This design comes from an exercise in tuning for small area and a short achievable clock period on the open sky130 flow, not from production work. The RTL was checked by simulation tests, not by an equivalence proof against the original design. No activity file was given, so power comes from the tool's default toggle rates.

<file path="constraint.sdc">
create_clock -name core_clock -period 6.0 [get_ports {clock}]
set_input_delay 1.2000 -clock core_clock [delete_from_list [all_inputs] [get_ports {clock}]]
set_output_delay 1.2000 -clock core_clock [all_outputs]
set_load 0.01 [all_outputs]
</file>
<file path="design.v">
`default_nettype none
package seq_pkg;
   localparam int seq_prog_depth   = 256;
   localparam int seq_num_inputs   = 4;
   localparam int seq_num_channels = 8;
   localparam int seq_op_hi  = 11;
   localparam int seq_op_lo  = 8;
   localparam int seq_imm_hi = 7;
   localparam int seq_imm_lo = 0;
   localparam int seq_src_hi = 5;   
   localparam int seq_src_lo = 4;
   localparam int seq_cmd_hi = 7;   
   localparam int seq_cmd_lo = 4;
   localparam int seq_dst_hi = 2;
   localparam int seq_dst_lo = 0;
   typedef logic [11:0]                          seq_inst_t;
   typedef logic [$clog2(seq_prog_depth)-1:0]    seq_addr_t;
   typedef logic [7:0]                           seq_byte_t;
   typedef logic [11:0]                          seq_cmd_t;    
   typedef logic [seq_num_channels-1:0]          seq_chan_mask_t;
   typedef enum logic [3:0] {
      op_nop = 4'h0,
      op_ldi = 4'h1,
      op_ldr = 4'h2,
      op_cmd = 4'h3,
      op_dmp = 4'h4,
      op_eqi = 4'h5,
      op_eqr = 4'h6,
      op_jxi = 4'h7,
      op_jxr = 4'h8,
      op_jzi = 4'h9,
      op_jzr = 4'ha    
   } seq_opcode_t;
   typedef enum logic [1:0] {
      state_reset = 2'h0,
      state_ready = 2'h1,
      state_error = 2'h2
   } seq_state_t;
endpackage
`default_nettype wire
`timescale 1ns/1ps
`default_nettype none
module seq_program_memory (
   input  wire logic               clock,
   input  wire logic               prog_wen,
   input  wire seq_pkg::seq_addr_t prog_addr,
   input  wire seq_pkg::seq_inst_t prog_data,
   input  wire seq_pkg::seq_addr_t fetch_addr,
   output seq_pkg::seq_inst_t      inst
);
   seq_pkg::seq_inst_t mem [seq_pkg::seq_prog_depth];   
   always_ff @(posedge clock) begin
      if (prog_wen) begin
         mem[prog_addr] <= prog_data;
      end
   end
   assign inst = mem[fetch_addr];
endmodule
`default_nettype wire
`timescale 1ns/1ps
`default_nettype none
module seq_core (
   input  wire logic               clock,
   input  wire logic               reset,
   input  wire seq_pkg::seq_inst_t inst,
   input  wire logic               inst_en,
   input  wire seq_pkg::seq_byte_t ireg_0,
   input  wire seq_pkg::seq_byte_t ireg_1,
   input  wire seq_pkg::seq_byte_t ireg_2,
   input  wire seq_pkg::seq_byte_t ireg_3,
   output seq_pkg::seq_addr_t      next,
   output seq_pkg::seq_cmd_t       oreg,
   output seq_pkg::seq_chan_mask_t oreg_wen,
   output logic                    error
);
   seq_pkg::seq_state_t     c_state;
   seq_pkg::seq_state_t     n_state;
   seq_pkg::seq_byte_t      c_transfer;
   seq_pkg::seq_byte_t      n_transfer;
   seq_pkg::seq_addr_t      c_addr;
   seq_pkg::seq_addr_t      n_addr;
   seq_pkg::seq_addr_t      step_addr;
   logic [3:0]              opcode;
   seq_pkg::seq_byte_t      imm;
   logic [$clog2(seq_pkg::seq_num_inputs)-1:0]   src;
   logic [3:0]              cmd;
   logic [$clog2(seq_pkg::seq_num_channels)-1:0] dst;
   seq_pkg::seq_byte_t      ireg [seq_pkg::seq_num_inputs];
   seq_pkg::seq_byte_t      ireg_mux;
   seq_pkg::seq_chan_mask_t dst_mask;
   logic                    transfer_zero;
   assign opcode = inst[seq_pkg::seq_op_hi:seq_pkg::seq_op_lo];
   assign imm    = inst[seq_pkg::seq_imm_hi:seq_pkg::seq_imm_lo];
   assign src    = inst[seq_pkg::seq_src_hi:seq_pkg::seq_src_lo];
   assign cmd    = inst[seq_pkg::seq_cmd_hi:seq_pkg::seq_cmd_lo];
   assign dst    = inst[seq_pkg::seq_dst_hi:seq_pkg::seq_dst_lo];
   assign ireg[0]       = ireg_0;
   assign ireg[1]       = ireg_1;
   assign ireg[2]       = ireg_2;
   assign ireg[3]       = ireg_3;
   assign ireg_mux      = ireg[src];
   assign dst_mask      = {{(seq_pkg::seq_num_channels-1){1'b0}}, 1'b1} << dst;   
   assign step_addr     = c_addr + 8'd1;   
   assign transfer_zero = (c_transfer == 8'd0);
   assign next  = c_addr;
   assign error = (c_state == seq_pkg::state_error);
   always_comb begin
      n_state    = c_state;
      n_transfer = c_transfer;
      n_addr     = c_addr;
      oreg       = '0;
      oreg_wen   = '0;
      case (c_state)
         seq_pkg::state_reset: begin
            n_state    = seq_pkg::state_ready;
            n_transfer = '0;
            n_addr     = '0;
         end
         seq_pkg::state_ready: begin
            if (inst_en) begin
               n_addr = step_addr;   
               case (opcode)
                  seq_pkg::op_nop: begin
                     n_transfer = c_transfer;
                  end
                  seq_pkg::op_ldi: begin
                     n_transfer = imm;
                  end
                  seq_pkg::op_ldr: begin
                     n_transfer = ireg_mux;
                  end
                  seq_pkg::op_cmd: begin
                     oreg     = {cmd, c_transfer};
                     oreg_wen = dst_mask;
                  end
                  seq_pkg::op_dmp: begin
                     oreg     = {4'b0000, c_transfer};
                     oreg_wen = dst_mask;
                  end
                  seq_pkg::op_eqi: begin
                     n_transfer = (c_transfer == imm) ? 8'd1 : 8'd0;
                  end
                  seq_pkg::op_eqr: begin
                     n_transfer = (c_transfer == ireg_mux) ? 8'd1 : 8'd0;
                  end
                  seq_pkg::op_jxi: begin
                     n_addr = imm;
                  end
                  seq_pkg::op_jxr: begin
                     n_addr = ireg_mux;
                  end
                  seq_pkg::op_jzi: begin
                     if (transfer_zero) begin
                        n_addr = imm;
                     end
                  end
                  seq_pkg::op_jzr: begin
                     if (transfer_zero) begin
                        n_addr = ireg_mux;
                     end
                  end
                  default: begin   
                     n_state    = seq_pkg::state_error;
                     n_transfer = '0;
                     n_addr     = '0;
                  end
               endcase
            end
         end
         seq_pkg::state_error: begin   
            n_transfer = '0;
            n_addr     = '0;
         end
         default: begin
            n_state    = seq_pkg::state_error;
            n_transfer = '0;
            n_addr     = '0;
         end
      endcase
   end
   always_ff @(posedge clock) begin
      if (reset) begin
         c_state    <= seq_pkg::state_reset;
         c_transfer <= '0;
         c_addr     <= '0;
      end else begin
         c_state    <= n_state;
         c_transfer <= n_transfer;
         c_addr     <= n_addr;
      end
   end
endmodule
`default_nettype wire
`timescale 1ns/1ps
`default_nettype none
module seq_command_bank (
   input  wire logic                    clock,
   input  wire logic                    reset,
   input  wire seq_pkg::seq_cmd_t       oreg,
   input  wire seq_pkg::seq_chan_mask_t oreg_wen,
   output seq_pkg::seq_cmd_t            chan_0,
   output seq_pkg::seq_cmd_t            chan_1,
   output seq_pkg::seq_cmd_t            chan_2,
   output seq_pkg::seq_cmd_t            chan_3,
   output seq_pkg::seq_cmd_t            chan_4,
   output seq_pkg::seq_cmd_t            chan_5,
   output seq_pkg::seq_cmd_t            chan_6,
   output seq_pkg::seq_cmd_t            chan_7,
   output seq_pkg::seq_chan_mask_t      chan_strobe
);
   seq_pkg::seq_cmd_t chan_q [seq_pkg::seq_num_channels];
   always_ff @(posedge clock) begin
      if (reset) begin
         chan_strobe <= '0;
         for (int i = 0; i < seq_pkg::seq_num_channels; i++) begin
            chan_q[i] <= '0;
         end
      end else begin
         chan_strobe <= oreg_wen;   
         for (int i = 0; i < seq_pkg::seq_num_channels; i++) begin
            if (oreg_wen[i]) begin
               chan_q[i] <= oreg;
            end
         end
      end
   end
   assign chan_0 = chan_q[0];
   assign chan_1 = chan_q[1];
   assign chan_2 = chan_q[2];
   assign chan_3 = chan_q[3];
   assign chan_4 = chan_q[4];
   assign chan_5 = chan_q[5];
   assign chan_6 = chan_q[6];
   assign chan_7 = chan_q[7];
endmodule
`default_nettype wire
`timescale 1ns/1ps
`default_nettype none
module seq_top (
   input  wire logic               clock,
   input  wire logic               reset,
   input  wire logic               run,
   input  wire logic               prog_wen,
   input  wire seq_pkg::seq_addr_t prog_addr,
   input  wire seq_pkg::seq_inst_t prog_data,
   input  wire seq_pkg::seq_byte_t ireg_0,
   input  wire seq_pkg::seq_byte_t ireg_1,
   input  wire seq_pkg::seq_byte_t ireg_2,
   input  wire seq_pkg::seq_byte_t ireg_3,
   output seq_pkg::seq_addr_t      pc,
   output logic                    error,
   output seq_pkg::seq_cmd_t       chan_0,
   output seq_pkg::seq_cmd_t       chan_1,
   output seq_pkg::seq_cmd_t       chan_2,
   output seq_pkg::seq_cmd_t       chan_3,
   output seq_pkg::seq_cmd_t       chan_4,
   output seq_pkg::seq_cmd_t       chan_5,
   output seq_pkg::seq_cmd_t       chan_6,
   output seq_pkg::seq_cmd_t       chan_7,
   output seq_pkg::seq_chan_mask_t chan_strobe
);
   logic                    inst_en;
   seq_pkg::seq_inst_t      inst;
   seq_pkg::seq_cmd_t       oreg;
   seq_pkg::seq_chan_mask_t oreg_wen;
   assign inst_en = run & ~prog_wen;   
   seq_program_memory seq_program_memory_inst (
      .clock      (clock),
      .prog_wen   (prog_wen),
      .prog_addr  (prog_addr),
      .prog_data  (prog_data),
      .fetch_addr (pc),
      .inst       (inst)
   );
   seq_core seq_core_inst (
      .clock    (clock),
      .reset    (reset),
      .inst     (inst),
      .inst_en  (inst_en),
      .ireg_0   (ireg_0),
      .ireg_1   (ireg_1),
      .ireg_2   (ireg_2),
      .ireg_3   (ireg_3),
      .next     (pc),
      .oreg     (oreg),
      .oreg_wen (oreg_wen),
      .error    (error)
   );
   seq_command_bank seq_command_bank_inst (
      .clock       (clock),
      .reset       (reset),
      .oreg        (oreg),
      .oreg_wen    (oreg_wen),
      .chan_0      (chan_0),
      .chan_1      (chan_1),
      .chan_2      (chan_2),
      .chan_3      (chan_3),
      .chan_4      (chan_4),
      .chan_5      (chan_5),
      .chan_6      (chan_6),
      .chan_7      (chan_7),
      .chan_strobe (chan_strobe)
   );
endmodule
`default_nettype wire
</file>
<file path="run.sh">
#!/bin/bash
# synth_recipe.tcl (not shown) runs the flow's synth.tcl, then flattens the netlist and writes it again
# the make line also repeats each setting of config.mk as NAME=value (left out here)
make -C /OpenROAD-flow-scripts/flow DESIGN_CONFIG=/design/flow/config.mk WORK_HOME=/design/flow/orfs CLKGATE_MAP_FILE= SYNTH_SCRIPT=/design/flow/synth_recipe.tcl finish
</file>
<file path="config.mk">
export PLATFORM = sky130hd
export DESIGN_NAME = seq_top
export DESIGN_NICKNAME = seq_top
export VERILOG_FILES = /design/flow/design.v
export SDC_FILE = /design/flow/constraint.sdc
export NUM_CORES = 4
export LEC_CHECK = 0
export CAP_MARGIN = 20
export CORE_MARGIN = 2
export CORE_UTILIZATION = 40
export SETUP_SLACK_MARGIN = 1.0
export SLEW_MARGIN = 20
</file>
==> notes.md <==
==> synthesized netlist by cell type (4+ instances only) <==
library cell	n	area share, %
sky130_fd_sc_hd__inv_1	15	0.045
sky130_fd_sc_hd__mux2i_1	260	2.1
sky130_fd_sc_hd__nand3b_1	4	0.024
sky130_fd_sc_hd__a21oi_1	71	0.29
sky130_fd_sc_hd__or3_1	4	0.020
sky130_fd_sc_hd__or2_2	6	0.030
sky130_fd_sc_hd__buf_4	62	0.37
sky130_fd_sc_hd__buf_6	40	0.36
sky130_fd_sc_hd__o211ai_1	7	0.042
sky130_fd_sc_hd__nand4b_1	6	0.042
sky130_fd_sc_hd__nor2b_1	40	0.20
sky130_fd_sc_hd__nand2b_1	12	0.060
sky130_fd_sc_hd__a31oi_1	11	0.055
sky130_fd_sc_hd__nand4_1	25	0.13
sky130_fd_sc_hd__a2bb2oi_1	7	0.049
sky130_fd_sc_hd__a22o_1	24	0.17
sky130_fd_sc_hd__a32oi_1	4	0.028
sky130_fd_sc_hd__a211oi_1	16	0.097
sky130_fd_sc_hd__mux4_2	835	15
sky130_fd_sc_hd__edfxtp_1	3072	74
sky130_fd_sc_hd__o21ai_0	24	0.097
sky130_fd_sc_hd__nor4_1	8	0.040
sky130_fd_sc_hd__buf_1	22	0.066
sky130_fd_sc_hd__o21ai_1	4	0.016
sky130_fd_sc_hd__and3_1	9	0.045
sky130_fd_sc_hd__dfxtp_1	130	2.1
sky130_fd_sc_hd__and2_1	18	0.090
sky130_fd_sc_hd__a21o_1	4	0.024
sky130_fd_sc_hd__o22ai_1	25	0.13
sky130_fd_sc_hd__a22oi_1	81	0.49
sky130_fd_sc_hd__nor3_1	15	0.060
sky130_fd_sc_hd__xnor2_1	6	0.042
sky130_fd_sc_hd__nand3_1	52	0.21
sky130_fd_sc_hd__a221oi_1	26	0.18
sky130_fd_sc_hd__o2111ai_1	5	0.035
sky130_fd_sc_hd__mux2_2	25	0.23
sky130_fd_sc_hd__buf_2	99	0.40
sky130_fd_sc_hd__xor2_1	5	0.035
sky130_fd_sc_hd__clkbuf_1	119	0.36
sky130_fd_sc_hd__nor2_1	393	1.2
sky130_fd_sc_hd__nand2_1	117	0.35
==> timing repair <==
| action | in CTS | in global routing |
|---|---|---|
| cloned | 5 | 6 |
| gates resized for setup | 42 | 61 |
| endpoints found under the setup margin | 128 | 107 |
| setup buffers | 22 | 30 |
| pin swaps | 5 | 14 |
==> stage by stage <==
step	total power [mW]	utilization (%)
2_1_floorplan	26.0	-
3_3_place_gp	27.0	43.3
3_5_place_dp	27.0	43.3
4_1_cts	46.9	46.9
5_1_grt	47.9	47.1
6_report	46.7	47.1
==> state kept, by name, summed over array words and instances, names as in the netlist, named ones only <==
| register | cells |
|---|---|
| seq_command_bank_inst.chan_q | 96 |
| seq_command_bank_inst.chan_strobe | 8 |
| seq_core_inst.c_addr | 8 |
| seq_core_inst.c_state | 2 |
| seq_core_inst.c_transfer | 8 |
| seq_program_memory_inst.mem | 3072 |
==> final timing paths <==
| check | to | slack, ns | depth (start not counted) |
|---|---|---|---|
| max | seq_core_inst.c_transfer[0] | 1.07 | 16 |
| min | seq_command_bank_inst.chan_q[0][4] | 0.46 | 2 |
| max reg2reg | seq_core_inst.c_transfer[0] | 1.07 | 16 |
| min reg2reg | seq_command_bank_inst.chan_q[0][4] | 0.46 | 2 |
==> final cells by class <==
cell class / count / share of cell area, %
Antenna cell: 3 / 0.00515
Clock buffer: 408 / 6.03
Clock inverter: 171 / 1.11
Inverter: 17 / 0.0447
Multi-Input combinational cell: 2211 / 19.1
Sequential cell: 3202 / 65.1
Tap cell: 4120 / 3.54
Timing Repair Buffer: 763 / 5.01
==> critical path, cell delays in order (launching register included) <==
cell	delay, ns
sky130_fd_sc_hd__dfxtp_4	0.36
sky130_fd_sc_hd__buf_12	0.17
sky130_fd_sc_hd__buf_12	0.20
sky130_fd_sc_hd__buf_12	0.14
sky130_fd_sc_hd__buf_16	0.16
sky130_fd_sc_hd__buf_6	0.14
sky130_fd_sc_hd__buf_4	0.14
sky130_fd_sc_hd__mux4_2	0.56
sky130_fd_sc_hd__mux4_2	0.58
sky130_fd_sc_hd__mux4_2	0.56
sky130_fd_sc_hd__mux2i_2	0.35
sky130_fd_sc_hd__a21oi_2	0.21
sky130_fd_sc_hd__xor2_1	0.19
sky130_fd_sc_hd__nor3_2	0.21
sky130_fd_sc_hd__a21oi_1	0.07
sky130_fd_sc_hd__or4_4	0.54
sky130_fd_sc_hd__o31ai_2	0.17
==> cells by family after synthesis <==
logic type / share of synthesized area [%]
AND/OR/NAND/NOR: 2.71
AO/OA/AOI/OAI: 1.95
XOR/XNOR: 0.0774
adder cells (fa/ha/maj): 0.0101
multiplexers: 17.4
buffers and inverters: 1.63
flip-flops: 76.2
==> where the power goes <==
part / switching [mW] / leakage [nW] / internal (mW)
registers: 0.0310 / 28.7 / 24.5
logic: 1.34 / 11.3 / 0.772
clock network: 8.41 / 5.09 / 11.6
total: 9.78 / 45.0 / 36.9
==> metal layers <==
| metal | track usage [%] | wire length, um | vias to the layer above |
|---|---|---|---|
| met5 | 0 | 35 | - |
| met2 | 33.2 | 160000 | 3218 |
| met1 | 30.7 | 143000 | 34400 |
| li1 | - | - | 25700 |
| met3 | 4.29 | 31500 | 519 |
| met4 | 6.00 | 9980 | 6 |
==> implementation parameters <==
Parameter                              Value

Setup path
  WS Path Type    reg -> reg
  Crit. End Element    register
  Largest fanout on the critical path    9
  Arrival time of the worst setup path    5.68 ns
  Worst Setup Start Kind    register
  CP Data Required Time    6.75 ns

Placement
  Routability congestion estimate    0.874
  Worst slack after detailed placement    0.185 ns
  Cell count after placement    10300
  Area of placed instances    134000 sq um
  Final HPWL DP    211000 um
  # port buffers    168

Synth
  Synthesis warning total    5
  Count of distinct cell types in the synthesized netlist    82
  Number of synthesized register bits    3202
  Most used flip-flop cell after synthesis    sky130_fd_sc_hd__edfxtp_1
  Ys async rst share    0%
  Mean instance size in the synthesized netlist    21.6 sq um
  Number of enable flip-flop cells after synthesis    3072
  Synth Instances    5774
  Share of the yosys chip area belonging to registers    76.2%
  Nets in the synthesized netlist    5831
  Summed instance area of the synthesized netlist    124000 sq um

Global route
  Maximum number of pins on one net before global-route repair    192
  Total gr overflow    0
  Aggregate global-route resource usage    21.3%
  Global-route wire length before repair    482000 um
  Number of antenna violations at the first check in global routing    20
  Vias in the first global route    62800

Floorplanning
  Area of the core    309000 sq um
  Floorplan die height    562 um
  Horizontal extent of the die    562 um
  Rows    204
  Die area    316000 sq um
  Top-level I/O count    169
  Initial cell density of the core    40.2%

Final layout
  Final Net Count    6577
  Multi-input logic area    27900 sq um
  Area taken by flip-flops and latches    94900 sq um
  Count of non-filler cells in the finished layout    10900
  Ratio of cells with drive above 1 in the final layout    29.7%
  Highest-count cells in the layout ignoring fill and taps    sky130_fd_sc_hd__edfxtp_1 (3072), sky130_fd_sc_hd__mux4_2 (835), sky130_fd_sc_hd__buf_4 (507)
  Most common cell after layout, fill and taps aside    sky130_fd_sc_hd__edfxtp_1
  Area grow syn2layout    17.0%
  Summed area of non-filler cells in the final layout    146000 sq um
  Number of fill cells in the layout    25300

Clock network
  Clock tree sinks    3202
  Inserted Clock Buffers    325
  Skew-Pair Late Insertion Delay    0.90 ns
  Deepest level of the CTS H-tree    5
  Clock-pin slew on the worst setup and hold paths    0.06 ns
  Post-CTS Hold Fix Bufs    0
  Clock tree buffer depth    4
  CTS tree    yes
  Cell chosen for the clock root    sky130_fd_sc_hd__clkbuf_16

STA
  Final Worst Setup Slack    1.07 ns
  Final Slew Violations    0
  Final setup violation count    0
  RSZ-0062 raised after global routing    yes
  Transition at the pin with the smallest max-transition slack    1.10 ns
  Part of the cycle the worst path needs    82.2%
  Final-layout setup total negative slack    0 ns
  Highest clock frequency the design can meet    0.203 GHz
  WHS    0.463 ns
  Hold violation count in the final report    0
  Max_slew headroom    26.6%
  Final period demand of the worst path    4.93 ns
  Setup clock skew after layout    0.0738 ns

Route
  Drt via density    5.85
  Final Routed Wirelength    344000 um
  Length of the first detailed-routing pass in iterations    7
  Number of nets still failing antenna checks after routing    0
  Initial drt markers    8633
  Average detailed-routed wire length per instance    31.6 um
  Drt drc    0
  Via count    63800

Power and ir drop
  Pleak    45.0 nW
  Total power per unit cell area    320 nW/um^2
  IR Drop Worst-Case VDD    0.208 mV

Run
  Max-Cap Viols    0

Min path
  Hold path start    seq_command_bank_inst.chan_q[0][4]
  Path class of the lowest-slack min-delay path    reg -> reg

Status
  Run status    finished clean

[afterwards: timing with drivers on the ports]
Ports are ideal in the flow. The routed layout listed here was re-timed in OpenROAD.
Step 1 sets driving cells, clkbuf_16 on the clock port and buf_2 on the other inputs (assumed; they add their load-dependent delay and slew).
Step 2 also shifts input and output timing later by t, the mid clock arrival at the registers, as if the neighbouring blocks saw the same clock.
Slacks: ideal ports / drivers / drivers and shift; pairs: ideal ports / drivers.
t (ns): 0.964
setup slack, ns: 1.071 / 1.071 / 0.782
clock arrival spread, ns: 0.074 / 0.074
pins driven straight from the clock port: 1
After both steps this run still meets setup and hold. The setup slack of this run moves by 0.000 ns with the drivers and by -0.289 ns with both steps.
